This design comes from an exercise in tuning for small area, a short achievable clock period and few clock cycles per item on the open sky130 flow, not from production work. At most, simulation tests tie the RTL to the original design; equivalence was not proved. The RTL of runs 1, 2 and 5 to 8 was laid out without a check of its function. No activity file was given, so power comes from the tool's default toggle rates.

==> flow/design.v <==
`default_nettype none
package frgbe_pkg;
   localparam logic [62:0] BlackThreshold = 63'h3E112E0BE826D695;
   localparam logic [10:0] OverflowExp = 11'd1150;
   localparam logic [10:0] ExpBase = 11'd984;
   function automatic logic [7:0] exp_byte(input logic [7:0] e);
      logic [7:0] r;
      logic [8:0] c;
      localparam logic [7:0] K = 8'd90;
      c[0] = 1'b0;
      for (int k = 0; k < 8; k++) begin
         if (K[k]) begin
            r[k] = ~(e[k] ^ c[k]);
            c[k + 1] = e[k] | c[k];
         end else begin
            r[k] = e[k] ^ c[k];
            c[k + 1] = e[k] & c[k];
         end
      end
      exp_byte = r;
   endfunction
endpackage
`default_nettype wire
`default_nettype none
module frgbe_max
(
   input  wire logic [63:0] in_bits,
   output logic [7:0]       out_exp,
   output logic             out_below,
   output logic             out_inf,
   output logic             out_over
);
   logic ones, frac_nz, valid;
   logic [10:0] off;
   always_comb begin
      ones = &in_bits[62:52];
      frac_nz = |in_bits[51:0];
      valid = !in_bits[63] && !ones;
      off = in_bits[62:52] - frgbe_pkg::ExpBase;
      out_exp = (valid && in_bits[62:52] > frgbe_pkg::ExpBase) ? off[7:0] : 8'd0;
      out_inf = !in_bits[63] && ones && !frac_nz;
      out_over = valid && (in_bits[62:52] >= frgbe_pkg::OverflowExp);
      out_below = in_bits[63] || (ones && frac_nz) ||
                  (in_bits[62:0] < frgbe_pkg::BlackThreshold);
   end
endmodule
`default_nettype wire
`default_nettype none
module frgbe_scale
(
   input  wire logic [7:0]  e0, e1, e2,
   input  wire logic [6:0]  f0, f1, f2,
   input  wire logic        black,
   input  wire logic        over,
   output logic [31:0]      out_word
);
   logic [8:0] d01, d02, d12;
   logic sel0, sel1, sel2;
   logic [2:0] n01, n02, n12, sh0, sh1, sh2;
   logic z0, z1, z2;
   logic [7:0] m0, m1, m2, eb;
   function automatic logic ge8(input logic [8:0] d);
      ge8 = !d[8] && (d[7:3] != 5'd0);
   endfunction
   function automatic logic le8n(input logic [8:0] d);
      le8n = d[8] && ((d[7:3] != 5'h1F) || (d[2:0] == 3'd0));
   endfunction
   always_comb begin
      d01 = {1'b0, e0} - {1'b0, e1};
      d02 = {1'b0, e0} - {1'b0, e2};
      d12 = {1'b0, e1} - {1'b0, e2};
      n01 = 3'd0 - d01[2:0];
      n02 = 3'd0 - d02[2:0];
      n12 = 3'd0 - d12[2:0];
      sel0 = !d01[8] && !d02[8];
      sel1 = !sel0 && !d12[8];
      sel2 = !sel0 && !sel1;
      z0 = (sel1 && le8n(d01)) || (sel2 && le8n(d02));
      sh0 = sel1 ? n01 : (sel2 ? n02 : 3'd0);
      z1 = (sel0 && ge8(d01)) || (sel2 && le8n(d12));
      sh1 = sel0 ? d01[2:0] : (sel2 ? n12 : 3'd0);
      z2 = (sel0 && ge8(d02)) || (sel1 && ge8(d12));
      sh2 = sel0 ? d02[2:0] : (sel1 ? d12[2:0] : 3'd0);
      m0 = {1'b1, f0} >> sh0;
      m1 = {1'b1, f1} >> sh1;
      m2 = {1'b1, f2} >> sh2;
      eb = frgbe_pkg::exp_byte(sel0 ? e0 : (sel1 ? e1 : e2));
      if (black) out_word = '0;
      else if (over) out_word = '1;
      else out_word = {eb, z2 ? 8'd0 : m2, z1 ? 8'd0 : m1, z0 ? 8'd0 : m0};
   end
endmodule
`default_nettype wire
`default_nettype none
module float_to_rgbe_encode
(
   input  wire logic         clock,
   input  wire logic         reset,
   input  wire logic         req_tvalid,
   output logic              req_tready,
   input  wire logic [191:0] req_tdata,   
   output logic              rsp_tvalid,
   input  wire logic         rsp_tready,
   output logic [31:0]       rsp_tdata    
);
   logic adv, v1_ff, v2_ff;
   logic [31:0] w_ff, w_in;
   logic [7:0] e0, e1, e2, e0_ff, e1_ff, e2_ff;
   logic [6:0] f0_ff, f1_ff, f2_ff;
   logic b0, b1, b2, i0, i1, i2, o0, o1, o2;
   logic black_ff, over_ff;
   frgbe_max u_c0 (.in_bits(req_tdata[63:0]), .out_exp(e0),
                   .out_below(b0), .out_inf(i0), .out_over(o0));
   frgbe_max u_c1 (.in_bits(req_tdata[127:64]), .out_exp(e1),
                   .out_below(b1), .out_inf(i1), .out_over(o1));
   frgbe_max u_c2 (.in_bits(req_tdata[191:128]), .out_exp(e2),
                   .out_below(b2), .out_inf(i2), .out_over(o2));
   frgbe_scale u_scale (.e0(e0_ff), .e1(e1_ff), .e2(e2_ff), .f0(f0_ff), .f1(f1_ff), .f2(f2_ff),
                        .black(black_ff), .over(over_ff), .out_word(w_in));
   assign adv = !v2_ff || rsp_tready;
   assign req_tready = adv;
   always_ff @(posedge clock) begin
      if (reset) begin
         v1_ff <= 1'b0;
         v2_ff <= 1'b0;
      end else if (adv) begin
         v1_ff <= req_tvalid;
         v2_ff <= v1_ff;
      end
      if (adv) begin
         e0_ff <= e0;
         e1_ff <= e1;
         e2_ff <= e2;
         f0_ff <= req_tdata[51:45];
         f1_ff <= req_tdata[115:109];
         f2_ff <= req_tdata[179:173];
         black_ff <= b0 && b1 && b2;
         over_ff <= i0 || i1 || i2 || o0 || o1 || o2;
         w_ff <= w_in;
      end
   end
   assign rsp_tvalid = v2_ff;
   assign rsp_tdata = w_ff;
endmodule
`default_nettype wire
==> flow/flow/run.sh <==
#!/bin/bash
# Standard layout, except that the port buffers are the smallest buffer cell
# instead of the delay buffer buffer_ports picks by default. Each tool's full
# output lands in the ORFS logs under orfs/logs; make's own output in make.log.
set -euo pipefail
export BUFFER_PORTS_ARGS="-buffer_cell sky130_fd_sc_hd__buf_1"
bash standard.sh > make.log 2>&1
==> flow/standard.sh <==
#!/bin/bash
# synth_recipe.tcl (not shown) runs the flow's synth.tcl, then flattens the netlist and writes it again
# the make line also repeats each setting of config.mk as NAME=value (left out here)
make -C /OpenROAD-flow-scripts/flow DESIGN_CONFIG=/design/flow/config.mk WORK_HOME=/design/flow/orfs CLKGATE_MAP_FILE= SYNTH_SCRIPT=/design/flow/synth_recipe.tcl "${@:-finish}"
==> flow/config.mk <==
export PLATFORM = sky130hd
export DESIGN_NAME = float_to_rgbe_encode
export DESIGN_NICKNAME = float_to_rgbe_encode
export VERILOG_FILES = /design/flow/design.v
export SDC_FILE = /design/flow/constraint.sdc
export NUM_CORES = 4
export LEC_CHECK = 0
export CAP_MARGIN = 20
export CORE_MARGIN = 2
export CORE_UTILIZATION = 40
export SETUP_SLACK_MARGIN = 3.4
export SLEW_MARGIN = 20
==> flow/constraint.sdc <==
create_clock -name core_clock -period 6.3 [get_ports {clock}]
set_input_delay 1.2600 -clock core_clock [delete_from_list [all_inputs] [get_ports {clock}]]
set_output_delay 1.2600 -clock core_clock [all_outputs]
set_load 0.01 [all_outputs]
==> impl_metrics.json, run 1 <==
{
  "status": "no timing/DRC/antenna violations",
  "cts-root-buf": "clkbuf_16",
  "grt_pass1_vias": 6969,
  "io_buffers": 229,
  "ys_warn_count": 3,
  "slew_viol_final": 0,
  "clock-sinks": 81,
  "vias": 7314,
  "yosysTopAreaCell": "edfxtp_1",
  "antenna_found_initial": 0,
  "initial_core_util_pct": 40.9,
  "path_buf_inv": 4,
  "post-route-drc-count": 0,
  "cts_hold_buf": 0,
  "synthMuxAreaShare_pct": 2.73,
  "met1Wirelength_mm": 9.51,
  "crit_path_start_kind": "flop",
  "hold_ws_ns": 0.468,
  "track_usage_pct": 25.2,
  "critPathTopFamily": "adder cells",
  "antenna_left": 0,
  "clkLatencyLatePin_ns": 0.35,
  "setup-violations-final": 0,
  "die_h_um": 134,
  "tns_ns": 0,
  "drt_first_iter_violations": 444,
  "fin_skew_ns": 0.00500,
  "ys_seq_area_share_pct": 35.5,
  "antenna_cells": 0,
  "io_pins": 230,
  "synth_area_leaders": "edfxtp_1 (35%), ha_1 (8.1%), a21oi_1 (3.7%)",
  "dr_wl_met2_mm": 11.4,
  "synth_edf_count": 79,
  "ys_ff_latch": 81,
  "grt_pass1_wl_mm": 35.6,
  "firstDrtPassIters": 5,
  "clockBufferDepth": 2,
  "fin_cells": 1262,
  "hpwl_mm": 17.9,
  "avgSynthCellArea_sq_um": 9.16,
  "vdd_drop_max_mv": 0.168,
  "critPathMaxStageDelay_ns": 0.50,
  "critPathKind": "flop to flop",
  "crit_fanout": 9,
  "area_growth_pct": 38.5,
  "synth-simple-area-share_pct": 22.4,
  "fp.dieArea_sq_mm": 0.0180,
  "place_area_sq_mm": 0.00799,
  "drive_gt1_share_pct": 20.8,
  "grt_max_degree": 82,
  "finalPower_uw": 2780,
  "clkSlewWorstSetupHoldPaths_ns": 0.06,
  "num_rows": 47,
  "dieWidth_um": 134,
  "layout_commonest_cell": "buf_1",
  "synth.distinct_cells": 80,
  "place_congestion": 0.940,
  "mostFrequentLayoutCells": "buf_1 (229), edfxtp_1 (79), nor2_1 (52), buf_4 (48), nand2_1 (44)",
  "htree_levels": 3,
  "leakage_uw": 0.00337,
  "cp-end-kind": "flop",
  "rsz0062_at_grt": "yes",
  "design.core.area_sq_mm": 0.0166,
  "dpl.cell_count": 1178,
  "slew_headroom_pct": 34.2,
  "synth_top_family_by_area": "compound AO/OA/AOI/OAI gates",
  "cts-buffers-inserted": 9,
  "hold_class": "flop to flop",
  "synth_xor_xnor_area_share_pct": 3.23,
  "post-route-cell-area_sq_mm": 0.00940,
  "cap_violations": 0,
  "power_density_mw_per_mm2": 296,
  "synthArstFlopShare_pct": 0,
  "synth_fp_nets": 984,
  "crit_required_ns": 6.36,
  "synth_top_area_share_pct": 35.0,
  "crit_chain": "ha_4 > inv_1 > fa_2 > a21o_1 > nand4_1 > buf_4 > a21oi_2 > nor2_4 > nand2_1 > a21oi_1 > a21oi_1 > ha_4 > ha_4 > inv_4 > ha_4 > inv_2 > ha_4 > xor2_1 > a21oi_1",
  "hold_viol_final": 0,
  "syn_inst": 741,
  "wirelength_mm": 23.3,
  "overflow": 0,
  "synth-compound-area-share_pct": 23.6,
  "wire_per_inst_um": 18.5,
  "period_share_pct": 55.9,
  "critical_path.most_common_cell": "ha_4",
  "cts_tree": "yes",
  "drt-vias-per-instance": 5.80,
  "timing.fmax_ghz": 0.284,
  "worst_pin_slew_ns": 0.987,
  "synthAdderAreaFrac_pct": 9.00,
  "syn-cell-area_sq_mm": 0.00679,
  "layout.nets": 1280,
  "finalCriticalPeriod_ns": 3.52,
  "slowest_stage": "edfxtp_1",
  "synth_ff_type": "edfxtp_1",
  "wl_met3_mm": 1.70,
  "routed.top_layer": "met4",
  "critPathArrivalTime_ns": 3.58
}
## worst register-to-register path: cells and delay by family, from the launching register on
kind | cells | cell delay (ns)
simple gates | 3 | 0.44
flops | 1 | 0.50
buf+inv | 4 | 0.37
xor+xnor | 1 | 0.14
fa+ha+maj | 6 | 0.98
compound gates | 5 | 0.79
## final timing paths
kind	start	to	slack [ns]	depth (start not counted)
setup reg to reg	e2_ff[0]$_SDFFCE_PN0P_	w_ff[31]$_SDFFCE_PP0P_	2.78	19
hold reg to reg	v1_ff$_SDFFE_PP0P_	v2_ff$_SDFFE_PP0P_	0.47	2
hold / removal	v1_ff$_SDFFE_PP0P_	v2_ff$_SDFFE_PP0P_	0.47	2
setup / recovery	e2_ff[0]$_SDFFCE_PN0P_	w_ff[31]$_SDFFCE_PP0P_	2.78	19
## power breakdown
group | internal [uW] | total (uW) | leakage [uW] | switching (uW)
Sequential | 706 | 754 | 0.000886 | 47.8
Combinational | 684 | 1510 | 0.00235 | 829
Clock | 306 | 511 | 0.000139 | 205
Total | 1700 | 2780 | 0.00337 | 1080
## kinds of logic (layout without fill, tap and decap cells)
logic type	after synthesis	after routing
and+or+nand+nor	291	293
xor gates and xnor gates	25	25
DFF	81	81
adders and majority gates	47	47
AOI/OAI and AO/OA	229	230
buffers and inverters	54	352
muxes	14	14
## synthesized netlist by cell type (4+ instances only)
cell       n
o21a_1    13
a311o_1    5
a31oi_1    9
nand2b_1  10
nor2_1    64
nor4_1    34
a21oi_1   50
a211o_1    7
buf_2      4
and2_1    13
a21o_1    16
nand2_1   47
xor2_1    16
mux2i_1    5
ha_1      44
mux2_2     6
nor3_1    26
or3_1      4
o31ai_1    9
or2_2      4
xnor2_1    9
o21ai_1    4
or4_1     13
edfxtp_1  79
o21ai_0   50
a311oi_1   5
and3_1     8
inv_1     41
nand3_1   24
a211oi_1  11
a221o_1    6
nand4_1   27
## final cells by class
cell class / instances / area [sq um]
repair buffers: 295 / 1430
clock buffers: 11 / 233
clock inverters: 5 / 56.3
inverters: 41 / 159
fillers: 1585 / 7190
flip-flops and latches: 81 / 2410
multi-input cells: 609 / 4830
well taps: 220 / 275
## routing by layer
metal	vias to the layer above	GRT usage, %
met3	50	4.76
met2	328	43.2
met4	0	10.3
li1	3519	-
met1	3417	31.3
met5	-	0
## sequential cells by signal, summed over array words and instances (netlist names)
signal and flops:
e1_ff 8, e2_ff 8, f1_ff 7, f0_ff 7, black_ff 1, f2_ff 7
over_ff 1, w_ff 32, e0_ff 8, v2_ff 1, v1_ff 1
## metrics by stage
step                      utilization (%)  setup WS (ns)
after floorplan                         -           2.79
after global placement               48.2           2.56
after detailed placement             48.2           2.45
after CTS                            53.9           2.94
after global routing                 56.7           2.70
final                                56.7           2.78
## timing repair
item	4_1_cts	5_1_grt
pin swaps	36	45
setup buffers	45	20
resized for setup	72	71
endpoints found under the setup margin	31	33
endpoints found under the hold margin	0	0
cloned	3	0
==> inputs of run 2 (changes only) <==
--- a/flow/config.mk
+++ b/flow/config.mk
@@ -7,2 +7,3 @@
 export LEC_CHECK = 0
+export ABC_AREA = 1
 export CAP_MARGIN = 20
==> impl_metrics.json, run 2 <==
{
  "regMostFlops": "w_ff",
  "tns_ns": 0,
  "p_switching_uw": 1080,
  "antenna_found_initial": 0,
  "p_clk_share_pct": 21.5,
  "mostFrequentLayoutCells": "nand2_1 (234), buf_1 (227), inv_1 (151), nand3_1 (124), nor2_1 (107)",
  "synth_fp_nets": 1296,
  "grt_pass1_wl_mm": 36.5,
  "io_buffers": 229,
  "power_density_mw_per_mm2": 272,
  "slew_viol_final": 0,
  "status": "no timing/DRC/antenna violations",
  "synthArstFlopShare_pct": 0,
  "drt-vias-per-instance": 5.14,
  "dpl.cell_count": 1506,
  "clockBufferDepth": 2,
  "dieWidth_um": 141,
  "fin_skew_ns": 0.0146,
  "finalPower_uw": 2580,
  "area_growth_pct": 26.8,
  "ys_seq_area_share_pct": 32.3,
  "cap_violations": 0,
  "setup-violations-final": 0,
  "period_share_pct": 51.5,
  "antenna_cells": 0,
  "switching_share_pct": 41.9,
  "crit_path_start_kind": "flop",
  "grt_max_degree": 71,
  "combPwrFrac_pct": 50.1,
  "drt_first_iter_violations": 522,
  "clkLatencyLatePin_ns": 0.35,
  "track_usage_pct": 23.0,
  "die_h_um": 141,
  "cp-end-kind": "flop",
  "fp.dieArea_sq_mm": 0.0198,
  "clkSlewWorstSetupHoldPaths_ns": 0.07,
  "slew_headroom_pct": 38.4,
  "synth_ff_type": "edfxtp_1",
  "htree_levels": 3,
  "critPathArrivalTime_ns": 3.36,
  "layout_commonest_cell": "nand2_1",
  "cts_hold_buf": 0,
  "synth_common_cells": "nand2_1 (239), inv_1 (163), nand3_1 (128), nor2_1 (108), edfxtp_1 (79)",
  "grt_pass1_vias": 7386,
  "layout.nets": 1571,
  "crit_fanout": 4,
  "synth_edf_count": 79,
  "io_pins": 230,
  "seqPwrFrac_pct": 28.4,
  "clock-sinks": 81,
  "synth_most_common_cell": "nand2_1",
  "largest_reg_flops": 32,
  "initial_core_util_pct": 41.2,
  "fin_cells": 1562,
  "cts-root-buf": "clkbuf_16",
  "design.core.area_sq_mm": 0.0181,
  "ys_ff_latch": 81,
  "syn-cell-area_sq_mm": 0.00748,
  "post-route-drc-count": 0,
  "timing.fmax_ghz": 0.308,
  "place_area_sq_mm": 0.00866,
  "post-route-cell-area_sq_mm": 0.00948,
  "worst_pin_slew_ns": 0.923,
  "firstDrtPassIters": 8,
  "crit_required_ns": 6.42,
  "utilization_pct": 52.2,
  "num_rows": 49,
  "leakage_uw": 0.00418,
  "rsz0062_at_grt": "yes",
  "synth_top_area_share_pct": 31.7,
  "ys_warn_count": 3,
  "avgSynthCellArea_sq_um": 7.10,
  "p_int_uw": 1500,
  "place_congestion": 0.924,
  "synth_area_leaders": "edfxtp_1 (32%), nand2_1 (12%), nand3_1 (8.6%)",
  "overflow": 0,
  "hold_class": "flop to flop",
  "wire_per_inst_um": 14.8,
  "vias": 8035,
  "cts_tree": "yes",
  "antenna_left": 0,
  "vdd_drop_max_mv": 0.144,
  "syn_inst": 1053,
  "critPathKind": "flop to flop",
  "hold_viol_final": 0,
  "fillers": 1846,
  "yosysTopAreaCell": "edfxtp_1",
  "synth.distinct_cells": 56,
  "hpwl_mm": 18.5,
  "finalCriticalPeriod_ns": 3.25,
  "drive_gt1_share_pct": 12.8,
  "wirelength_mm": 23.1,
  "cts-buffers-inserted": 9
}
[run 2: path summary, 6_finish.rpt]
path | start | endpoint | slack (ns) | cells after the start
worst min register to register | v1_ff$_SDFFE_PP0P_ | v2_ff$_SDFFE_PP0P_ | 0.48 | 2
worst max register to register | e1_ff[0]$_SDFFCE_PN0P_ | w_ff[31]$_SDFFCE_PP0P_ | 3.05 | 21
worst max-delay path | e1_ff[0]$_SDFFCE_PN0P_ | w_ff[31]$_SDFFCE_PP0P_ | 3.05 | 21
worst min-delay path | v1_ff$_SDFFE_PP0P_ | v2_ff$_SDFFE_PP0P_ | 0.48 | 2
[run 2: through the flow]
stage	hold WS (ns)	setup slack, ns
floorplan	0.430	2.71
global route	0.519	2.88
CTS	0.486	3.12
finish	0.476	3.05
detailed placement	0.475	2.69
global placement	0.459	2.77
[run 2: per-layer routing]
metal / share of wire (%) / vias up / global-route usage, % / routed length [um]
met5: 0 / - / 0 / 0
met4: 2.0 / 0 / 6.84 / 470
met3: 5.1 / 40 / 3.33 / 1180
met2: 47 / 251 / 37.0 / 10800
met1: 46 / 3604 / 32.1 / 10700
li1: - / 4140 / - / -
[run 2: layout make-up]
cell class / instances / area [sq um] / area share, %
Timing Repair Buffer: 269 / 1190 / 12.5
Clock buffer: 9 / 225 / 2.38
Multi-Input combinational cell: 795 / 4620 / 48.7
Inverter: 172 / 668 / 7.05
Sequential cell: 81 / 2410 / 25.4
Tap cell: 229 / 287 / 3.02
Clock inverter: 7 / 83.8 / 0.884
[run 2: kinds of logic (layout without fill, tap and decap cells)]
| family | count (synthesis) | after routing | synth area share, % |
|---|---|---|---|
| AND/OR/NAND/NOR | 621 | 622 | 40.1 |
| buffers and inverters | 178 | 457 | 9.17 |
| AO/OA/AOI/OAI | 122 | 122 | 9.87 |
| flip-flops | 81 | 81 | 32.3 |
| adder cells (fa/ha/maj) | 47 | 47 | 8.17 |
| XOR/XNOR | 4 | 4 | 0.469 |
[run 2: power groups by stage]
stage / clock network (uW) / registers, uW / logic [uW]
after floorplan: 0 / 766 / 761
after global placement: 0 / 749 / 1100
after detailed placement: 0 / 750 / 1100
after CTS: 563 / 740 / 1220
after global routing: 581 / 743 / 1450
final: 554 / 734 / 1290
[run 2: timing repair]
| item | in CTS | in global routing |
|---|---|---|
| pin swaps | 21 | 18 |
| setup buffers | 30 | 8 |
| gates resized for setup | 31 | 21 |
| cloned | 0 | 1 |
| setup endpoints to repair | 7 | 23 |
[run 2: critical path, cell delays in order, from the launching register on]
cell      delay, ns
edfxtp_1       0.43
inv_2          0.09
ha_2           0.17
inv_2          0.05
fa_2           0.35
nand3_2        0.10
nand2_4        0.07
a21oi_4        0.27
nand2_4        0.11
o221ai_2       0.19
ha_2           0.20
inv_2          0.04
ha_4           0.15
ha_4           0.15
inv_2          0.06
ha_4           0.12
inv_2          0.04
ha_4           0.15
a21oi_2        0.10
o21ai_1        0.07
nand2_1        0.07
inv_1          0.04
==> inputs of run 3 (changes only) <==
--- a/flow/design.v
+++ b/flow/design.v
@@ -86,3 +86,4 @@
       m2 = {1'b1, f2} >> sh2;
-      eb = frgbe_pkg::exp_byte(sel0 ? e0 : (sel1 ? e1 : e2));
+      eb = sel0 ? frgbe_pkg::exp_byte(e0) :
+           (sel1 ? frgbe_pkg::exp_byte(e1) : frgbe_pkg::exp_byte(e2));
       if (black) out_word = '0;
--- a/flow/config.mk
+++ b/flow/config.mk
@@ -7,3 +7,2 @@
 export LEC_CHECK = 0
-export ABC_AREA = 1
 export CAP_MARGIN = 20
==> impl_metrics.json, run 3 <==
{
  "setup-violations-final": 0,
  "crit_fanout": 7,
  "avgSynthCellArea_sq_um": 9.17,
  "clockBufferDepth": 2,
  "fp.dieArea_sq_mm": 0.0184,
  "io_buffers": 229,
  "grt_max_degree": 42,
  "preCtsSetupSlack_ns": 2.57,
  "hold_viol_final": 0,
  "design.core.area_sq_mm": 0.0171,
  "htree_levels": 3,
  "place_congestion": 0.930,
  "cts_hold_buf": 0,
  "timing.final.ws_setup_ns": 3.02,
  "synth.distinct_cells": 69,
  "ys_ff_latch": 81,
  "largest_reg_flops": 32,
  "synth_ff_type": "edfxtp_1",
  "cts_tree": "yes",
  "leakage_uw": 0.00341,
  "post-route-drc-count": 0,
  "fin_skew_ns": 0.00867,
  "synth_fp_nets": 1011,
  "layout_commonest_cell": "buf_1",
  "num_rows": 48,
  "rsz0062_at_grt": "yes",
  "clkSlewWorstSetupHoldPaths_ns": 0.06,
  "track_usage_pct": 23.9,
  "initial_core_util_pct": 40.6,
  "critPathKind": "flop to flop",
  "slew_headroom_pct": 45.6,
  "hpwl_mm": 16.7,
  "status": "no timing/DRC/antenna violations",
  "power_density_mw_per_mm2": 283,
  "vdd_drop_max_mv": 0.154,
  "tns_ns": 0,
  "synth_most_common_cell": "edfxtp_1",
  "yosysTopAreaCell": "edfxtp_1",
  "dpl.cell_count": 1198,
  "crit_required_ns": 6.37,
  "clkLatencyLatePin_ns": 0.35,
  "cts-buffers-inserted": 9,
  "finalCriticalPeriod_ns": 3.28,
  "synth_common_cells": "edfxtp_1 (79), nor2_1 (71), inv_1 (56), ha_1 (54), a21oi_1 (47)",
  "synth_area_leaders": "edfxtp_1 (34%), ha_1 (9.7%), nor2_1 (3.8%)",
  "synth_top_area_share_pct": 34.1,
  "regMostFlops": "w_ff",
  "wirelength_mm": 22.5,
  "firstDrtPassIters": 5,
  "syn-cell-area_sq_mm": 0.00695,
  "wire_per_inst_um": 17.8,
  "r2r-start": "e0_ff[0]$_SDFFCE_PN0P_",
  "antenna_found_initial": 0,
  "mostFrequentLayoutCells": "buf_1 (224), edfxtp_1 (79), nor2_1 (66), inv_1 (50), ha_1 (50)",
  "ys_seq_area_share_pct": 34.7,
  "vias": 7252,
  "utilization_pct": 54.5,
  "critPathArrivalTime_ns": 3.35,
  "period_share_pct": 52.1,
  "die_h_um": 136,
  "timing.fmax_ghz": 0.305,
  "dieWidth_um": 136,
  "finalPower_uw": 2640,
  "syn_inst": 758,
  "grt_pass1_wl_mm": 34.4,
  "cap_violations": 0,
  "cp-startpoint": "e0_ff[0]$_SDFFCE_PN0P_",
  "fin_cells": 1266,
  "cts-root-buf": "clkbuf_16",
  "crit_path_start_kind": "flop",
  "min_from": "v1_ff$_SDFFE_PP0P_",
  "antenna_left": 0,
  "overflow": 0,
  "area_growth_pct": 34.2,
  "slew_viol_final": 0,
  "drive_gt1_share_pct": 17.0,
  "synth_edf_count": 79,
  "antenna_cells": 0,
  "hold_class": "flop to flop",
  "drt-vias-per-instance": 5.73,
  "synthArstFlopShare_pct": 0,
  "drt_first_iter_violations": 422,
  "grt_pass1_vias": 6841,
  "cp-end-kind": "flop",
  "layout.nets": 1289,
  "worst_pin_slew_ns": 0.816,
  "io_pins": 230,
  "clock-sinks": 81,
  "ys_warn_count": 3
}
==> run 3: logic make-up after synthesis <==
logic type	synth area share, %
buffers and inverters	4.36
flip-flops	34.7
XOR/XNOR	3.40
AND/OR/NAND/NOR	19.4
multiplexers	4.90
adder cells (fa/ha/maj)	10.6
AO/OA/AOI/OAI	22.6
==> run 3: per-layer routing <==
| metal | routed length [um] | GRT usage, % |
|---|---|---|
| met3 | 1290 | 4.15 |
| met5 | 0 | 0 |
| met2 | 10900 | 40.2 |
| met4 | 523 | 9.03 |
| met1 | 9830 | 30.7 |
==> run 3: power breakdown <==
part	switching, uW	internal (uW)	total (uW)
Sequential	49.4	703	752
Clock	228	351	579
Combinational	732	580	1310
==> run 3: area by class of cell <==
type                    instances  area [sq um]
multi-input cells             611          4790
clock buffers                   9           225
clock inverters                 7           101
flip-flops and latches         81          2410
repair buffers                277          1310
fillers                      1617          7790
well taps                     225           282
inverters                      56           210
==> run 3: what timing repair did <==
| action | CTS | global route |
|---|---|---|
| pin swaps | 21 | 19 |
| cloned | 5 | 1 |
| endpoints found under the setup margin | 34 | 34 |
| resized for setup | 57 | 45 |
| setup buffers | 31 | 15 |
==> run 3: worst max-delay path, stage by stage, from the launching register on <==
cell and delay, ns:
edfxtp_1 0.43, inv_2 0.11, buf_4 0.12, ha_4 0.11, inv_1 0.05, fa_2 0.37
a21o_1 0.22, nand4_1 0.20, a21oi_4 0.14, o21ai_4 0.21, buf_12 0.16, mux2_4 0.34
mux2_4 0.32, o221ai_2 0.13, a211oi_1 0.09
==> run 3: through the flow <==
stage | hold slack (ns) | instance area (sq um)
floorplan | 0.419 | 7100
global placement | 0.434 | 8160
detailed placement | 0.445 | 8160
CTS | 0.452 | 8990
global route | 0.483 | 9330
finish | 0.448 | 9330
==> run 3: final timing paths <==
kind | slack, ns | cells after the start | to
worst max-delay path | 3.02 | 14 | w_ff[18]$_SDFFCE_PP0P_
worst min-delay path | 0.45 | 2 | v2_ff$_SDFFE_PP0P_
worst max register to register | 3.02 | 14 | w_ff[18]$_SDFFCE_PP0P_
worst min register to register | 0.45 | 2 | v2_ff$_SDFFE_PP0P_
Testbench counts of run 3, summed over its fixed seeds: cycles 9,616, items 9,600.
==> inputs of run 4 (changes only) <==
--- a/flow/config.mk
+++ b/flow/config.mk
@@ -7,2 +7,3 @@
 export LEC_CHECK = 0
+export ABC_AREA = 1
 export CAP_MARGIN = 20
==> impl_metrics.json, run 4 <==
{
  "status": "no timing/DRC/antenna violations",
  "fillers": 2022,
  "design.core.area_sq_mm": 0.0193,
  "cp-end-kind": "primary output",
  "timing.final.ws_setup_ns": 3.36,
  "io_buffers": 229,
  "regMostFlops": "w_ff",
  "place_area_sq_mm": 0.00896,
  "multi_input_area_sq_mm": 0.00464,
  "drt-vias-per-instance": 5.02,
  "antenna_left": 0,
  "drive_gt1_share_pct": 8.48,
  "yosysTopAreaCell": "edfxtp_1",
  "p_clk_share_pct": 23.3,
  "min_from": "v1_ff$_SDFFE_PP0P_",
  "initial_core_util_pct": 40.4,
  "setup-violations-final": 0,
  "synth_area_leaders": "edfxtp_1 (30%), nand2_1 (12%), inv_1 (9.3%)",
  "drt_first_iter_violations": 567,
  "post-route-drc-count": 0,
  "grt_pass1_vias": 7429,
  "wirelength_mm": 21.8,
  "dieWidth_um": 144,
  "ys_warn_count": 3,
  "htree_levels": 3,
  "hold_class": "flop to flop",
  "area_growth_pct": 22.0,
  "tns_ns": 0,
  "cts-root-buf": "clkbuf_16",
  "antenna_cells": 0,
  "hold-path-cell-count": 2,
  "worst_pin_slew_ns": 1.03,
  "synth_fp_nets": 1367,
  "vias": 8202,
  "firstDrtPassIters": 6,
  "reg2reg_to": "w_ff[11]$_SDFFCE_PP0P_",
  "period_share_pct": 46.7,
  "avgSynthCellArea_sq_um": 6.99,
  "utilization_pct": 49.3,
  "grt_max_degree": 81,
  "hpwl_mm": 18.0,
  "clkLatencyLatePin_ns": 0.35,
  "p_switching_uw": 1010,
  "wire_per_inst_um": 13.3,
  "combPwrFrac_pct": 46.9,
  "place_congestion": 0.890,
  "cts_tree": "yes",
  "ys_seq_area_share_pct": 31.0,
  "synth_top_area_share_pct": 30.5,
  "synth.distinct_cells": 49,
  "cts_hold_buf": 0,
  "timing.fmax_ghz": 0.340,
  "overflow": 0,
  "crit_fanout": 2,
  "synth_edf_count": 79,
  "syn-cell-area_sq_mm": 0.00779,
  "syn_inst": 1114,
  "clkSlewWorstSetupHoldPaths_ns": 0.07,
  "synth_ff_type": "edfxtp_1",
  "num_rows": 51,
  "power_density_mw_per_mm2": 259,
  "ys_ff_latch": 81,
  "crit_path_start_kind": "input port",
  "preCtsSetupSlack_ns": 3.32,
  "hold_ws_ns": 0.465,
  "synthArstFlopShare_pct": 0,
  "antenna_found_initial": 0,
  "crit_required_ns": 5.04,
  "reg2reg_setup_slack_ns": 3.56,
  "ff2ff_path_depth": 17,
  "finalCriticalPeriod_ns": 2.94,
  "slew_headroom_pct": 31.5,
  "switching_share_pct": 41.1,
  "rsz0062_at_grt": "yes",
  "synth_common_cells": "nand2_1 (250), inv_1 (193), nand3_1 (126), nor2_1 (111), edfxtp_1 (79)",
  "slew_viol_final": 0,
  "hold_viol_final": 0,
  "vdd_drop_max_mv": 0.122,
  "leakage_uw": 0.00435,
  "clockBufferDepth": 2,
  "seqPwrFrac_pct": 29.8,
  "grt_pass1_wl_mm": 34.4,
  "layout_commonest_cell": "nand2_1",
  "layout.nets": 1616,
  "track_usage_pct": 20.9,
  "io_pins": 230,
  "fin_skew_ns": 0.00972,
  "largest_reg_flops": 32,
  "mostFrequentLayoutCells": "nand2_1 (245), buf_1 (227), inv_1 (189), nand3_1 (126), nor2_1 (109)",
  "cts-buffers-inserted": 9,
  "clock-sinks": 81,
  "critPathArrivalTime_ns": 1.68,
  "die_h_um": 144,
  "min_to": "v2_ff$_SDFFE_PP0P_",
  "critPathKind": "input port to primary output",
  "post-route-cell-area_sq_mm": 0.00950,
  "p_int_uw": 1450,
  "cap_violations": 0,
  "r2r-start": "e1_ff[0]$_SDFFCE_PN0P_",
  "fp.dieArea_sq_mm": 0.0206,
  "synth_most_common_cell": "nand2_1",
  "register_area_sq_mm": 0.00241
}
[run 4: cell count changes after synthesis, moves of 18 or more]
cell | before | now
o21ai_0 | 44 | 20
nand2_1 | 35 | 250
mux2i_1 | 19 | 0
nor2_1 | 71 | 111
o211ai_1 | 21 | 3
nand3_1 | 17 | 126
inv_1 | 56 | 193
[run 4: area by class of cell]
cell class                 instances  share of cell area [%]
timing repair buffer             245                    10.7
clock inverter                     7                    1.07
tap                              265                    3.49
inverter                         203                    8.20
multi-input combinational        823                    48.8
sequential                        81                    25.4
clock buffer                       9                    2.37
[run 4: repair_timing]
action | CTS | global route
pin swaps | 1 | 6
setup endpoints to repair | 1 | 23
cloned | 0 | 1
buffers inserted | 1 | 13
gates resized for setup | 4 | 23
[run 4: power by group through the flow]
stage               Sequential [uW]  Combinational (uW)  Clock, uW
floorplan                       760                 755          0
global placement                745                1070          0
detailed placement              745                1070          0
CTS                             735                1080        586
global route                    742                1310        601
finish                          733                1160        574
[run 4: per-stage QoR]
stage | std cells | total power [uW]
floorplan | 1114 | 1510
global placement | 1602 | 1820
detailed placement | 1602 | 1820
CTS | 1619 | 2400
global route | 1633 | 2650
finish | 1633 | 2460
[run 4: kinds of logic (layout without fill, tap and decap cells)]
family,Yosys count,in the layout,synth area share [%]
AOI/OAI and AO/OA,117,117,9.14
xor gates and xnor gates,7,7,0.787
adders and majority gates,57,57,9.45
buffers and inverters,211,464,10.5
DFF,81,81,31.0
and+or+nand+nor,641,642,39.2
[run 4: routing by layer]
metal | vias to the layer above | GRT usage (%) | wire length [um]
met5 | - | 0 | 0
met4 | 0 | 5.26 | 386
met2 | 250 | 36.1 | 10700
met3 | 32 | 3.50 | 1090
li1 | 4251 | - | -
met1 | 3669 | 27.1 | 9640
[run 4: how the worst max path moves through the flow]
stage	to	slack, ns	from	depth (start not counted)
after floorplan	req_tready	2.71	rsp_tready	2
after global placement	e2_ff[7]$_SDFFCE_PN0P_	3.33	req_tdata[186]	9
after detailed placement	e2_ff[7]$_SDFFCE_PN0P_	3.32	req_tdata[186]	9
after CTS	req_tready	3.34	rsp_tready	4
after global routing	req_tready	3.32	rsp_tready	4
final	req_tready	3.36	rsp_tready	4
[run 4: worst max-delay path, stage by stage]
cell and delay, ns:
buf_6 0.10, nor2_4 0.10, clkinvlp_4 0.10, buf_6 0.12
==> inputs of run 5 (changes only) <==
--- a/flow/design.v
+++ b/flow/design.v
@@ -58,3 +58,3 @@
    logic sel0, sel1, sel2;
-   logic [2:0] n01, n02, n12, sh0, sh1, sh2;
+   logic [2:0] n01, n02, n12;
    logic z0, z1, z2;
@@ -78,10 +78,7 @@
       z0 = (sel1 && le8n(d01)) || (sel2 && le8n(d02));
-      sh0 = sel1 ? n01 : (sel2 ? n02 : 3'd0);
       z1 = (sel0 && ge8(d01)) || (sel2 && le8n(d12));
-      sh1 = sel0 ? d01[2:0] : (sel2 ? n12 : 3'd0);
       z2 = (sel0 && ge8(d02)) || (sel1 && ge8(d12));
-      sh2 = sel0 ? d02[2:0] : (sel1 ? d12[2:0] : 3'd0);
-      m0 = {1'b1, f0} >> sh0;
-      m1 = {1'b1, f1} >> sh1;
-      m2 = {1'b1, f2} >> sh2;
+      m0 = sel1 ? {1'b1, f0} >> n01 : (sel2 ? {1'b1, f0} >> n02 : {1'b1, f0});
+      m1 = sel0 ? {1'b1, f1} >> d01[2:0] : (sel2 ? {1'b1, f1} >> n12 : {1'b1, f1});
+      m2 = sel0 ? {1'b1, f2} >> d02[2:0] : (sel1 ? {1'b1, f2} >> d12[2:0] : {1'b1, f2});
       eb = sel0 ? frgbe_pkg::exp_byte(e0) :
--- a/flow/config.mk
+++ b/flow/config.mk
@@ -11,3 +11,3 @@
 export CORE_UTILIZATION = 40
-export SETUP_SLACK_MARGIN = 3.4
+export SETUP_SLACK_MARGIN = 3.5
 export SLEW_MARGIN = 20
==> impl_metrics.json, run 5 <==
{
  "grt_pass1_wl_mm": 44.1,
  "tns_ns": 0,
  "synth_common_cells": "nand2_1 (402), inv_1 (198), nor2_1 (177), nand3_1 (134), edfxtp_1 (79)",
  "num_rows": 54,
  "post-route-drc-count": 0,
  "synth_edf_count": 79,
  "critPathKind": "input port to primary output",
  "fin_skew_ns": 0.00622,
  "regMostFlops": "w_ff",
  "clkLatencyLatePin_ns": 0.35,
  "crit_fanout": 2,
  "area_growth_pct": 22.6,
  "htree_levels": 3,
  "wirelength_mm": 28.9,
  "antenna_found_initial": 0,
  "synth_ff_type": "edfxtp_1",
  "cts-root-buf": "clkbuf_16",
  "min_from": "v1_ff$_SDFFE_PP0P_",
  "clkSlewWorstSetupHoldPaths_ns": 0.06,
  "layout_commonest_cell": "nand2_1",
  "fp.dieArea_sq_mm": 0.0230,
  "grt_pass1_vias": 8596,
  "cts_hold_buf": 0,
  "track_usage_pct": 25.0,
  "setup-violations-final": 0,
  "place_congestion": 0.916,
  "cp-end-kind": "primary output",
  "synthArstFlopShare_pct": 0,
  "worst_pin_slew_ns": 1.20,
  "hold_viol_final": 0,
  "timing.fmax_ghz": 0.335,
  "vias": 9682,
  "crit_path_start_kind": "input port",
  "vdd_drop_max_mv": 0.122,
  "ys_warn_count": 3,
  "hold_ws_ns": 0.472,
  "synth.distinct_cells": 51,
  "largest_reg_flops": 32,
  "leakage_uw": 0.00495,
  "slew_headroom_pct": 20.1,
  "post-route-cell-area_sq_mm": 0.0107,
  "critPathArrivalTime_ns": 1.73,
  "reg2reg_to": "w_ff[27]$_SDFFCE_PP0P_",
  "r2r-start": "e1_ff[0]$_SDFFCE_PN0P_",
  "antenna_cells": 0,
  "synth_top_area_share_pct": 27.2,
  "layout.nets": 1878,
  "crit_chain": "buf_8 > nor2_4 > clkinvlp_4 > buf_6",
  "io_buffers": 229,
  "drt-vias-per-instance": 5.07,
  "status": "no timing/DRC/antenna violations",
  "slew_viol_final": 0,
  "cp-startpoint": "rsp_tready",
  "synth_fp_nets": 1635,
  "cts_tree": "yes",
  "hold_class": "flop to flop",
  "place_area_sq_mm": 0.00980,
  "ys_seq_area_share_pct": 27.7,
  "crit_required_ns": 5.04,
  "min_to": "v2_ff$_SDFFE_PP0P_",
  "synth_area_leaders": "edfxtp_1 (27%), nand2_1 (17%), inv_1 (8.5%)",
  "avgSynthCellArea_sq_um": 6.31,
  "critPathTopFamily": "buffers and inverters",
  "overflow": 0,
  "firstDrtPassIters": 5,
  "yosysTopAreaCell": "edfxtp_1",
  "cap_violations": 0,
  "syn_inst": 1382,
  "hold-path-cell-count": 2,
  "ys_ff_latch": 81,
  "antenna_left": 0,
  "io_pins": 230,
  "drive_gt1_share_pct": 8.90,
  "design.core.area_sq_mm": 0.0216,
  "finalCriticalPeriod_ns": 2.99,
  "cts-buffers-inserted": 9,
  "clockBufferDepth": 2,
  "grt_max_degree": 49,
  "clock-sinks": 81,
  "rsz0062_at_grt": "yes",
  "initial_core_util_pct": 40.3,
  "die_h_um": 152,
  "reg2reg_setup_slack_ns": 3.60,
  "synth_most_common_cell": "nand2_1",
  "power_density_mw_per_mm2": 268,
  "path_buf_inv": 3,
  "critPathMaxStageDelay_ns": 0.13,
  "hpwl_mm": 23.2,
  "mostFrequentLayoutCells": "nand2_1 (399), buf_1 (227), inv_1 (180), nor2_1 (175), nand3_1 (131)",
  "drt_first_iter_violations": 695,
  "period_share_pct": 47.4,
  "syn-cell-area_sq_mm": 0.00872,
  "slowest_stage": "clkinvlp_4",
  "ff2ff_path_depth": 14,
  "wire_per_inst_um": 15.1,
  "dieWidth_um": 152
}
==> run 5: how the worst max path moves through the flow <==
stage | cells past startpoint | slack, ns | to
after global placement | 4 | 2.63 | req_tready
after CTS | 4 | 3.27 | req_tready
final | 4 | 3.31 | req_tready
after detailed placement | 4 | 2.63 | req_tready
after floorplan | 2 | 2.71 | req_tready
after global routing | 4 | 3.27 | req_tready
==> run 5: report_power, final <==
group          internal (uW)  total (uW)  switching (uW)
clock                    347         572             226
sequential               692         735            43.6
combinational            567        1550             987
==> run 5: repair_timing <==
action / in CTS / in global routing
setup endpoints to repair: 30 / 41
buffers inserted: 7 / 19
cloned: 1 / 1
pin swaps: 5 / 21
gates resized for setup: 29 / 58
hold endpoints to repair: 0 / 0
==> run 5: worst register-to-register path: cells and delay by family (launching register included) <==
kind            cells  cell delay [ns]
fa+ha+maj           2             0.46
compound gates      1             0.39
buf+inv             4             0.46
flops               1             0.40
simple gates        7             0.75
==> run 5: cells by family after synthesis <==
kind of cell	after synthesis	synth area share (%)
simple gates	840	42.0
fa+ha+maj	57	8.44
buf+inv	233	10.6
flops	81	27.7
compound gates	162	10.4
xor+xnor	9	0.904
==> run 5: area by class of cell <==
class,instances,area [sq um]
Inverter,206,813
Timing Repair Buffer,257,1130
Clock buffer,9,225
Multi-Input combinational cell,1069,5660
Clock inverter,7,92.6
Fill cell,2307,10900
Tap cell,280,350
Timing Repair inverter,1,5.00
Sequential cell,81,2410
==> run 5: per-stage QoR <==
stage               total power (uW)  utilization (%)  setup WS (ns)  cells
floorplan                       1710                -           2.71   1382
global route                    3090             49.4           3.27   1910
detailed placement              2080             45.3           2.63   1866
CTS                             2700             47.6           3.27   1890
finish                          2860             49.4           3.31   1910
global placement                2080             45.3           2.63   1866
==> run 5: routing by layer <==
| metal | global-route usage, % | vias to the layer above | routed length (um) |
|---|---|---|---|
| met5 | 0 | - | 0 |
| met4 | 8.43 | 0 | 747 |
| met3 | 3.41 | 42 | 1840 |
| met2 | 41.6 | 332 | 13400 |
| met1 | 33.5 | 4284 | 12900 |
| li1 | - | 5024 | - |
==> inputs of run 6 (changes only) <==
--- a/flow/design.v
+++ b/flow/design.v
@@ -20,2 +20,18 @@
       exp_byte = r;
+   endfunction
+   function automatic logic below_threshold(input logic [62:0] x);
+      logic [63:0] lt, gt;
+      lt = '0;
+      gt = '0;
+      for (int i = 0; i < 63; i++) begin
+         lt[i] = ~x[i] & BlackThreshold[i];
+         gt[i] = x[i] & ~BlackThreshold[i];
+      end
+      for (int w = 1; w < 64; w = w * 2) begin
+         for (int i = 0; i + w < 64; i = i + 2 * w) begin
+            lt[i] = lt[i + w] | (~gt[i + w] & lt[i]);
+            gt[i] = gt[i + w] | (~lt[i + w] & gt[i]);
+         end
+      end
+      below_threshold = lt[0];
    endfunction
@@ -43,3 +59,3 @@
       out_below = in_bits[63] || (ones && frac_nz) ||
-                  (in_bits[62:0] < frgbe_pkg::BlackThreshold);
+                  frgbe_pkg::below_threshold(in_bits[62:0]);
    end
==> impl_metrics.json, run 6 <==
{
  "path_buf_inv": 3,
  "critPathArrivalTime_ns": 1.75,
  "syn_inst": 1342,
  "synth_edf_count": 79,
  "synth_xor_xnor_area_share_pct": 0.720,
  "overflow": 0,
  "antenna_left": 0,
  "synth_common_cells": "nand2_1 (367), inv_1 (191), nor2_1 (185), nand3_1 (123), edfxtp_1 (79)",
  "leakage_uw": 0.00488,
  "vias": 9467,
  "synth_fp_nets": 1589,
  "avgSynthCellArea_sq_um": 6.34,
  "post-route-drc-count": 0,
  "io_buffers": 229,
  "crit_fanout": 2,
  "drt-vias-per-instance": 5.07,
  "fp.dieArea_sq_mm": 0.0225,
  "synth_most_common_cell": "nand2_1",
  "ys_ff_latch": 81,
  "fillers": 2248,
  "critPathMaxStageDelay_ns": 0.14,
  "synth-simple-area-share_pct": 39.7,
  "clkLatencyLatePin_ns": 0.36,
  "timing.fmax_ghz": 0.333,
  "mostFrequentLayoutCells": "nand2_1 (358), buf_1 (227), inv_1 (178), nor2_1 (178), nand3_1 (106)",
  "synth_area_leaders": "edfxtp_1 (28%), nand2_1 (16%), inv_1 (8.4%)",
  "layout_commonest_cell": "nand2_1",
  "cts-root-buf": "clkbuf_16",
  "synth-compound-area-share_pct": 12.7,
  "num_rows": 53,
  "design.core.area_sq_mm": 0.0210,
  "layout.nets": 1835,
  "synthAdderAreaFrac_pct": 7.76,
  "ys_seq_area_share_pct": 28.3,
  "finalPower_uw": 2860,
  "slew_headroom_pct": 11.4,
  "slowest_stage": "clkinvlp_4",
  "worst_pin_slew_ns": 1.33,
  "wire_per_inst_um": 15.0,
  "antenna_found_initial": 1,
  "synthArstFlopShare_pct": 0,
  "grt_pass1_wl_mm": 42.9,
  "cap_violations": 0,
  "wirelength_mm": 27.9,
  "min_from": "v1_ff$_SDFFE_PP0P_",
  "critical_path.most_common_cell": "buf_6",
  "regMostFlops": "w_ff",
  "hold_class": "flop to flop",
  "synth_top_family_by_area": "simple AND/OR/NAND/NOR gates",
  "synth_ff_type": "edfxtp_1",
  "io_pins": 230,
  "initial_core_util_pct": 40.6,
  "largest_reg_flops": 32,
  "grt_max_degree": 44,
  "synth_top_area_share_pct": 27.9,
  "cts-buffers-inserted": 9,
  "rsz0062_at_grt": "yes",
  "place_congestion": 0.931,
  "crit_chain": "buf_6 > nor2_4 > clkinvlp_4 > buf_6",
  "clkSlewWorstSetupHoldPaths_ns": 0.07,
  "drt_first_iter_violations": 622,
  "crit_required_ns": 5.04,
  "hpwl_mm": 22.1,
  "critPathTopFamily": "buffers and inverters",
  "clockBufferDepth": 2,
  "slew_viol_final": 0,
  "fin_skew_ns": 0.00705,
  "clock-sinks": 81,
  "tns_ns": 0,
  "syn-cell-area_sq_mm": 0.00851,
  "ys_warn_count": 3,
  "synthMuxAreaShare_pct": 0,
  "power_density_mw_per_mm2": 269,
  "track_usage_pct": 24.4,
  "cp-startpoint": "rsp_tready",
  "critPathKind": "input port to primary output",
  "yosysTopAreaCell": "edfxtp_1",
  "vdd_drop_max_mv": 0.122,
  "grt_pass1_vias": 8424,
  "setup-violations-final": 0,
  "dieWidth_um": 150,
  "hold_viol_final": 0,
  "status": "no timing/DRC/antenna violations",
  "finalCriticalPeriod_ns": 3.01,
  "crit_path_start_kind": "input port",
  "cts_tree": "yes",
  "area_growth_pct": 24.5,
  "period_share_pct": 47.7,
  "firstDrtPassIters": 7,
  "die_h_um": 150,
  "cp-end-kind": "primary output",
  "r2r-start": "e2_ff[0]$_SDFFCE_PN0P_",
  "drive_gt1_share_pct": 11.1,
  "synth.distinct_cells": 45,
  "htree_levels": 3
}
## run 6: cell types whose count changed after synthesis, moves of 7 or more
cell / previous run / this run
nand2_1: 402 / 367
nand2_2: 12 / 5
o21ai_0: 60 / 71
nor2_1: 177 / 185
nor4_1: 17 / 7
nand3_1: 134 / 123
clkbuf_1: 16 / 9
nor2_2: 8 / 1
a21oi_1: 67 / 78
nand3_2: 1 / 11
inv_1: 198 / 191
## run 6: logic make-up (layout without fill, tap and decap cells)
family,Yosys count,in the layout
AO/OA/AOI/OAI,193,193
XOR/XNOR,7,7
adder cells (fa/ha/maj),51,51
buffers and inverters,228,478
flip-flops,81,81
other,0,1
AND/OR/NAND/NOR,782,783
## run 6: final cells by class
class	count	area, sq um	share of cell area (%)
Multi-Input combinational cell	1034	5610	53.0
Sequential cell	81	2410	22.8
Timing Repair Buffer	261	1130	10.6
Inverter	199	795	7.50
Tap cell	275	344	3.25
Clock buffer	9	225	2.12
Clock inverter	7	68.8	0.649
Timing Repair inverter	2	10.0	0.0944
Antenna cell	1	2.50	0.0236
## run 6: final timing paths
path | to | slack (ns) | cells after the start
max | req_tready | 3.29 | 4
max reg2reg | w_ff[11]$_SDFFCE_PP0P_ | 3.45 | 13
min reg2reg | v2_ff$_SDFFE_PP0P_ | 0.48 | 2
min | v2_ff$_SDFFE_PP0P_ | 0.48 | 2
## run 6: metal layers
layer | global-route usage, % | wire, um | up-vias
met5 | 0 | 0 | -
met4 | 6.93 | 529 | 0
met3 | 3.75 | 1820 | 32
met2 | 39.9 | 12900 | 377
met1 | 33.4 | 12700 | 4144
li1 | - | - | 4914
## run 6: tightest hold or removal path: cells and delay by family (launching register included)
kind	cells	cell delay, ns
flip-flops	1	0.30
buffers and inverters	1	0.08
AO/OA/AOI/OAI	1	0.06
## run 6: power breakdown
group          total, uW  internal (uW)  switching (uW)  leakage, uW
combinational       1580            583            1000      0.00384
sequential           739            690            48.3     0.000889
clock                533            307             226     0.000144
## run 6: metrics by stage
stage               hold WS, ns  instance area (sq um)  setup WS [ns]  instances  util (%)
floorplan                 0.426                   8530           2.71       1342         -
global placement          0.459                   9570           2.51       1819      45.7
detailed placement        0.465                   9570           2.50       1819      45.7
CTS                       0.474                  10200           3.26       1852      48.8
global route              0.503                  10600           3.26       1869      50.6
finish                    0.485                  10600           3.29       1869      50.6
## run 6: what timing repair did
| action | in CTS | in global routing |
|---|---|---|
| gates cloned | 3 | 0 |
| pin swaps | 12 | 36 |
| resized for setup | 58 | 67 |
| setup endpoints to repair | 35 | 34 |
| setup buffers | 14 | 16 |
| hold buffers | 0 | 0 |
==> inputs of run 7 (changes only) <==
--- a/flow/design.v
+++ b/flow/design.v
@@ -74,3 +74,3 @@
    logic sel0, sel1, sel2;
-   logic [2:0] n01, n02, n12;
+   logic [2:0] n01, n02, n12, sh0, sh1, sh2;
    logic z0, z1, z2;
@@ -94,7 +94,10 @@
       z0 = (sel1 && le8n(d01)) || (sel2 && le8n(d02));
+      sh0 = sel1 ? n01 : (sel2 ? n02 : 3'd0);
       z1 = (sel0 && ge8(d01)) || (sel2 && le8n(d12));
+      sh1 = sel0 ? d01[2:0] : (sel2 ? n12 : 3'd0);
       z2 = (sel0 && ge8(d02)) || (sel1 && ge8(d12));
-      m0 = sel1 ? {1'b1, f0} >> n01 : (sel2 ? {1'b1, f0} >> n02 : {1'b1, f0});
-      m1 = sel0 ? {1'b1, f1} >> d01[2:0] : (sel2 ? {1'b1, f1} >> n12 : {1'b1, f1});
-      m2 = sel0 ? {1'b1, f2} >> d02[2:0] : (sel1 ? {1'b1, f2} >> d12[2:0] : {1'b1, f2});
+      sh2 = sel0 ? d02[2:0] : (sel1 ? d12[2:0] : 3'd0);
+      m0 = {1'b1, f0} >> sh0;
+      m1 = {1'b1, f1} >> sh1;
+      m2 = {1'b1, f2} >> sh2;
       eb = sel0 ? frgbe_pkg::exp_byte(e0) :
@@ -119,3 +122,3 @@
 );
-   logic adv, v1_ff, v2_ff;
+   logic adv, v1_ff, idle2_ff;
    logic [31:0] w_ff, w_in;
@@ -133,3 +136,3 @@
                         .black(black_ff), .over(over_ff), .out_word(w_in));
-   assign adv = !v2_ff || rsp_tready;
+   assign adv = idle2_ff || rsp_tready;
    assign req_tready = adv;
@@ -138,6 +141,6 @@
          v1_ff <= 1'b0;
-         v2_ff <= 1'b0;
+         idle2_ff <= 1'b1;
       end else if (adv) begin
          v1_ff <= req_tvalid;
-         v2_ff <= v1_ff;
+         idle2_ff <= !v1_ff;
       end
@@ -155,3 +158,3 @@
    end
-   assign rsp_tvalid = v2_ff;
+   assign rsp_tvalid = !idle2_ff;
    assign rsp_tdata = w_ff;
==> impl_metrics.json, run 7 <==
{
  "antenna_left": 0,
  "drt-vias-per-instance": 5.20,
  "cts_tree": "yes",
  "track_usage_pct": 21.8,
  "ys_seq_area_share_pct": 32.0,
  "slew_headroom_pct": 33.1,
  "place_congestion": 0.911,
  "htree_levels": 3,
  "synth_fp_nets": 1315,
  "avgSynthCellArea_sq_um": 7.05,
  "wirelength_mm": 22.5,
  "antenna_found_initial": 0,
  "cp-end-kind": "primary output",
  "hold_ws_ns": 0.450,
  "fin_cells": 1568,
  "clockBufferDepth": 2,
  "worst_pin_slew_ns": 1.00,
  "critPathArrivalTime_ns": 1.67,
  "layout.nets": 1576,
  "hpwl_mm": 17.9,
  "place_area_sq_mm": 0.00866,
  "clock-sinks": 81,
  "clkLatencyLatePin_ns": 0.35,
  "tns_ns": 0,
  "fp.dieArea_sq_mm": 0.0199,
  "critPathKind": "input port to primary output",
  "synth.distinct_cells": 59,
  "drive_gt1_share_pct": 12.4,
  "layout_commonest_cell": "nand2_1",
  "cts-buffers-inserted": 9,
  "slew_viol_final": 0,
  "rsz0062_at_grt": "yes",
  "design.core.area_sq_mm": 0.0186,
  "setup-violations-final": 0,
  "grt_pass1_vias": 7272,
  "firstDrtPassIters": 5,
  "post-route-cell-area_sq_mm": 0.00960,
  "clkSlewWorstSetupHoldPaths_ns": 0.06,
  "register_area_sq_mm": 0.00241,
  "synth_most_common_cell": "nand2_1",
  "crit_fanout": 2,
  "synth_top_area_share_pct": 31.5,
  "dieWidth_um": 141,
  "synth_ff_type": "edfxtp_1",
  "regMostFlops": "w_ff",
  "syn-cell-area_sq_mm": 0.00753,
  "post-route-drc-count": 0,
  "hold_viol_final": 0,
  "status": "no timing/DRC/antenna violations",
  "vias": 8148,
  "multi_input_area_sq_mm": 0.00473,
  "mostFrequentLayoutCells": "nand2_1 (238), buf_1 (227), inv_1 (169), nand3_1 (121), nor2_1 (98)",
  "hold_class": "flop to flop",
  "fillers": 1834,
  "io_pins": 230,
  "synth_area_leaders": "edfxtp_1 (32%), nand2_1 (12%), inv_1 (8.9%)",
  "overflow": 0,
  "drt_first_iter_violations": 608,
  "ys_warn_count": 3,
  "crit_path_start_kind": "input port",
  "synth_common_cells": "nand2_1 (247), inv_1 (179), nand3_1 (130), nor2_1 (100), edfxtp_1 (79)",
  "timing.fmax_ghz": 0.341,
  "area_growth_pct": 27.5,
  "power_density_mw_per_mm2": 261,
  "wire_per_inst_um": 14.3,
  "yosysTopAreaCell": "edfxtp_1",
  "vdd_drop_max_mv": 0.157,
  "cap_violations": 0,
  "grt_max_degree": 81,
  "fin_skew_ns": 0.00804,
  "finalCriticalPeriod_ns": 2.93,
  "dpl.cell_count": 1525,
  "synthArstFlopShare_pct": 0,
  "syn_inst": 1068,
  "io_buffers": 229,
  "grt_pass1_wl_mm": 35.0,
  "synth_edf_count": 79,
  "utilization_pct": 51.6,
  "largest_reg_flops": 32,
  "cts-root-buf": "clkbuf_16",
  "die_h_um": 141,
  "num_rows": 50,
  "antenna_cells": 0,
  "crit_required_ns": 5.04,
  "ys_ff_latch": 81,
  "initial_core_util_pct": 40.5,
  "period_share_pct": 46.6,
  "leakage_uw": 0.00436
}
## run 7: layout make-up
cell class / instances / share of cell area (%)
tap: 234 / 3.05
multi-input combinational: 791 / 49.3
sequential: 81 / 25.1
clock buffer: 11 / 2.53
clock inverter: 5 / 0.391
timing repair buffer: 257 / 12.0
inverter: 189 / 7.64
## run 7: metal layers
metal	vias up	wire length, um	global-route usage [%]	share of wire (%)
met1	3659	9900	30.1	44
met5	-	0	0	0
met4	0	363	4.95	1.6
met3	32	1660	3.97	7.4
met2	330	10500	35.8	47
li1	4127	-	-	-
## run 7: final timing paths
path         slack [ns]              startpoint               endpoint  cells past startpoint
max reg2reg        3.53  e2_ff[0]$_SDFFCE_PN0P_  w_ff[0]$_SDFFCE_PP0P_                     18
min                0.45      v1_ff$_SDFFE_PP0P_  idle2_ff$_SDFFE_PP1P_                      1
min reg2reg        0.45      v1_ff$_SDFFE_PP0P_  idle2_ff$_SDFFE_PP1P_                      1
max                3.37              rsp_tready             req_tready                      4
## run 7: repair_timing
action,4_1_cts,5_1_grt
gates resized for setup,6,87
pin swaps,3,37
hold buffers,0,0
endpoints found under the setup margin,11,31
cloned,0,1
buffers inserted,5,21
## run 7: worst max-delay path, stage by stage
cell        delay [ns]
buf_6             0.09
nor2_4            0.10
clkinvlp_4        0.10
buf_6             0.12
## run 7: stage by stage
step	power, uW	worst slack [ns]
after detailed placement	1770	3.31
after global routing	2680	3.34
final	2510	3.37
after floorplan	1480	2.71
after CTS	2290	3.34
after global placement	1770	3.30
## run 7: logic make-up (layout without fill, tap and decap cells)
group           after synthesis  in the layout  synth area share (%)
simple gates                601            602                  37.7
flops                        81             81                  32.0
fa+ha+maj                    51             51                  8.78
compound gates              132            132                  10.6
xor+xnor                      6              6                 0.698
buf+inv                     197            462                  10.2
## run 7: report_power, final
group | switching [uW] | internal [uW] | total [uW]
clock network | 221 | 280 | 501
registers | 34.6 | 682 | 716
logic | 807 | 481 | 1290
==> inputs of run 8 (changes only) <==
--- a/flow/config.mk
+++ b/flow/config.mk
@@ -10,3 +10,3 @@
 export CORE_MARGIN = 2
-export CORE_UTILIZATION = 40
+export CORE_UTILIZATION = 50
 export SETUP_SLACK_MARGIN = 3.5
==> impl_metrics.json, run 8 <==
{
  "htree_levels": 3,
  "drt-vias-per-instance": 5.32,
  "crit_fanout": 2,
  "largest_reg_flops": 32,
  "grt_pass1_vias": 7508,
  "finalCriticalPeriod_ns": 3.06,
  "hold-path-cell-count": 1,
  "drt_first_iter_violations": 528,
  "regMostFlops": "w_ff",
  "tns_ns": 0,
  "crit_required_ns": 5.04,
  "ys_warn_count": 3,
  "synth_fp_nets": 1315,
  "synthAdderAreaFrac_pct": 8.78,
  "vdd_drop_max_mv": 0.152,
  "synth_area_leaders": "edfxtp_1 (32%), nand2_1 (12%), inv_1 (8.9%)",
  "die_h_um": 127,
  "dieWidth_um": 127,
  "ys_ff_latch": 81,
  "rsz0062_at_grt": "yes",
  "antenna_left": 0,
  "wirelength_mm": 22.3,
  "reg2reg_to": "w_ff[2]$_SDFFCE_PP0P_",
  "synth.distinct_cells": 59,
  "syn-cell-area_sq_mm": 0.00753,
  "r2r-start": "e1_ff[0]$_SDFFCE_PN0P_",
  "cts-buffers-inserted": 9,
  "fin_skew_ns": 0.00943,
  "timing.fmax_ghz": 0.327,
  "initial_core_util_pct": 51.4,
  "synth_common_cells": "nand2_1 (247), inv_1 (179), nand3_1 (130), nor2_1 (100), edfxtp_1 (79)",
  "yosysTopAreaCell": "edfxtp_1",
  "io_buffers": 229,
  "layout_commonest_cell": "nand2_1",
  "synthMuxAreaShare_pct": 0,
  "hold_ws_ns": 0.445,
  "grt_pass1_wl_mm": 35.4,
  "synth_most_common_cell": "nand2_1",
  "cts_hold_buf": 0,
  "leakage_uw": 0.00433,
  "synth_top_area_share_pct": 31.5,
  "setup-violations-final": 0,
  "io_pins": 230,
  "synth-simple-area-share_pct": 37.7,
  "hold_class": "flop to flop",
  "min_to": "idle2_ff$_SDFFE_PP1P_",
  "synthArstFlopShare_pct": 0,
  "firstDrtPassIters": 6,
  "fp.dieArea_sq_mm": 0.0161,
  "cts_tree": "yes",
  "critPathArrivalTime_ns": 1.80,
  "fillers": 1384,
  "hold_viol_final": 0,
  "clock-sinks": 81,
  "slew_viol_final": 0,
  "hpwl_mm": 18.2,
  "synth_ff_type": "edfxtp_1",
  "crit_path_start_kind": "input port",
  "synth_top_family_by_area": "simple AND/OR/NAND/NOR gates",
  "grt_max_degree": 57,
  "period_share_pct": 48.5,
  "wire_per_inst_um": 14.7,
  "avgSynthCellArea_sq_um": 7.05,
  "worst_pin_slew_ns": 0.874,
  "clkLatencyLatePin_ns": 0.34,
  "cap_violations": 0,
  "mostFrequentLayoutCells": "nand2_1 (239), buf_1 (227), inv_1 (169), nand3_1 (122), nor2_1 (98)",
  "area_growth_pct": 25.0,
  "layout.nets": 1578,
  "ys_seq_area_share_pct": 32.0,
  "overflow": 0,
  "design.core.area_sq_mm": 0.0146,
  "cp-end-kind": "primary output",
  "post-route-drc-count": 0,
  "synth-compound-area-share_pct": 10.6,
  "min_from": "v1_ff$_SDFFE_PP0P_",
  "cts-root-buf": "clkbuf_16",
  "ff2ff_path_depth": 18,
  "reg2reg_setup_slack_ns": 3.57,
  "antenna_found_initial": 1,
  "track_usage_pct": 27.6,
  "finalPower_uw": 2450,
  "synth_xor_xnor_area_share_pct": 0.698,
  "power_density_mw_per_mm2": 261,
  "clockBufferDepth": 2,
  "critPathKind": "input port to primary output",
  "drive_gt1_share_pct": 11.8,
  "synth_edf_count": 79,
  "vias": 8089,
  "clkSlewWorstSetupHoldPaths_ns": 0.06,
  "num_rows": 44,
  "place_congestion": 0.932,
  "syn_inst": 1068,
  "slew_headroom_pct": 41.4,
  "status": "no timing/DRC/antenna violations"
}
run 8: cell types whose count changed in the layout (fill, tap and decap cells not counted), sizes merged:
| cell | before | now |
|---|---|---|
| clkinv | 3 | 5 |
| inv | 188 | 187 |
| clkinvlp | 3 | 2 |
| diode | 0 | 1 |
| nand2 | 267 | 268 |
| clkbuf | 11 | 12 |
run 8: worst max path at each step:
stage / from / end / slack, ns / cells after the start
6_report: rsp_tready / req_tready / 3.24 / 4
5_1_grt: rsp_tready / req_tready / 3.22 / 4
4_1_cts: rsp_tready / req_tready / 3.21 / 4
3_5_place_dp: rsp_tready / req_tready / 2.78 / 4
3_3_place_gp: rsp_tready / req_tready / 2.78 / 4
2_1_floorplan: rsp_tready / req_tready / 2.71 / 2
run 8: logic make-up after synthesis:
logic type / after synthesis
XOR/XNOR: 6
AO/OA/AOI/OAI: 132
AND/OR/NAND/NOR: 601
adder cells (fa/ha/maj): 51
flip-flops: 81
buffers and inverters: 197
run 8: area by class of cell:
| type | count | area [sq um] | share of cell area, % |
|---|---|---|---|
| antenna | 1 | 2.50 | 0.0266 |
| clock buffer | 12 | 256 | 2.73 |
| clock inverter | 4 | 27.5 | 0.293 |
| inverter | 189 | 738 | 7.85 |
| multi-input combinational | 792 | 4620 | 49.1 |
| sequential | 81 | 2410 | 25.6 |
| tap | 184 | 230 | 2.45 |
| timing repair buffer | 257 | 1120 | 11.9 |
| timing repair inverter | 1 | 5.00 | 0.0532 |
run 8: what timing repair did:
| item | 4_1_cts | 5_1_grt |
|---|---|---|
| setup endpoints to repair | 17 | 33 |
| resized for setup | 18 | 58 |
| setup buffers | 14 | 12 |
| hold endpoints to repair | 0 | 0 |
| cloned | 1 | 2 |
| pin swaps | 11 | 32 |
run 8: report_power, final:
part | internal (uW) | leakage (uW) | switching, uW | total, uW
logic | 466 | 0.00330 | 786 | 1250
clock network | 289 | 0.000143 | 197 | 486
registers | 681 | 0.000897 | 32.8 | 714
run 8: metal layers:
layer  up-vias  wire, um  GRT usage (%)
met3        41      1300           3.71
met1      3620      9500           35.7
met2       290     10900           47.8
met4         0       651           9.57
met5         -         0              0
li1       4138         -              -
run 8: critical path, stage by stage:
cell and delay, ns:
buf_6 0.09, nor2_4 0.11, clkinvlp_4 0.17, buf_6 0.16
run 8: metrics by stage:
stage,setup WS (ns),cells,util [%],cell area (sq um)
3_3_place_gp,2.78,1475,58.7,8600
5_1_grt,3.22,1521,64.3,9410
4_1_cts,3.21,1506,61.9,9060
6_report,3.24,1521,64.3,9410
2_1_floorplan,2.71,1068,-,7540
3_5_place_dp,2.78,1475,58.7,8600

-- re-timing with driven ports --
The flow's constraints put no driver on any port. The routed layouts listed below were extracted and timed again, unchanged, in two steps. Step 1, drivers: a clkbuf_16 drives clock and a buf_2 each remaining input, both assumed. Step 2 times the ports against the registers' clock, not the clock port: input delays grow and output delays shrink by t, the midpoint of the rising clock arrivals with the driver on. a / b / c = ideal ports / drivers / drivers and shift; a / b = the first two.
run | shift t [ns] | setup WS [ns] | hold WS [ns] | slew at the worst register clock pin (ns)
run 1 | 0.387 | 2.780 / 2.780 / 2.780 | 0.468 / 0.468 / 0.468 | 0.06 / 0.06
run 2 | 0.383 | 3.054 / 3.054 / 3.054 | 0.476 / 0.476 / 0.476 | 0.07 / 0.07
run 3 | 0.389 | 3.018 / 3.018 / 2.963 | 0.448 / 0.448 / 0.448 | 0.07 / 0.07
run 4 | 0.386 | 3.357 / 3.320 / 3.299 | 0.465 / 0.465 / 0.465 | 0.07 / 0.07
run 5 | 0.394 | 3.314 / 3.275 / 3.268 | 0.472 / 0.472 / 0.472 | 0.07 / 0.07
run 6 | 0.398 | 3.294 / 3.261 / 3.167 | 0.485 / 0.485 / 0.485 | 0.07 / 0.07
run 7 | 0.394 | 3.365 / 3.333 / 3.333 | 0.450 / 0.450 / 0.450 | 0.07 / 0.07
run 8 | 0.370 | 3.243 / 3.210 / 3.210 | 0.445 / 0.445 / 0.445 | 0.06 / 0.06
After both steps every run listed still meets setup and hold. For run 6, which loses most, drivers alone change the setup slack by -0.033 ns; drivers and shift together by -0.127 ns.
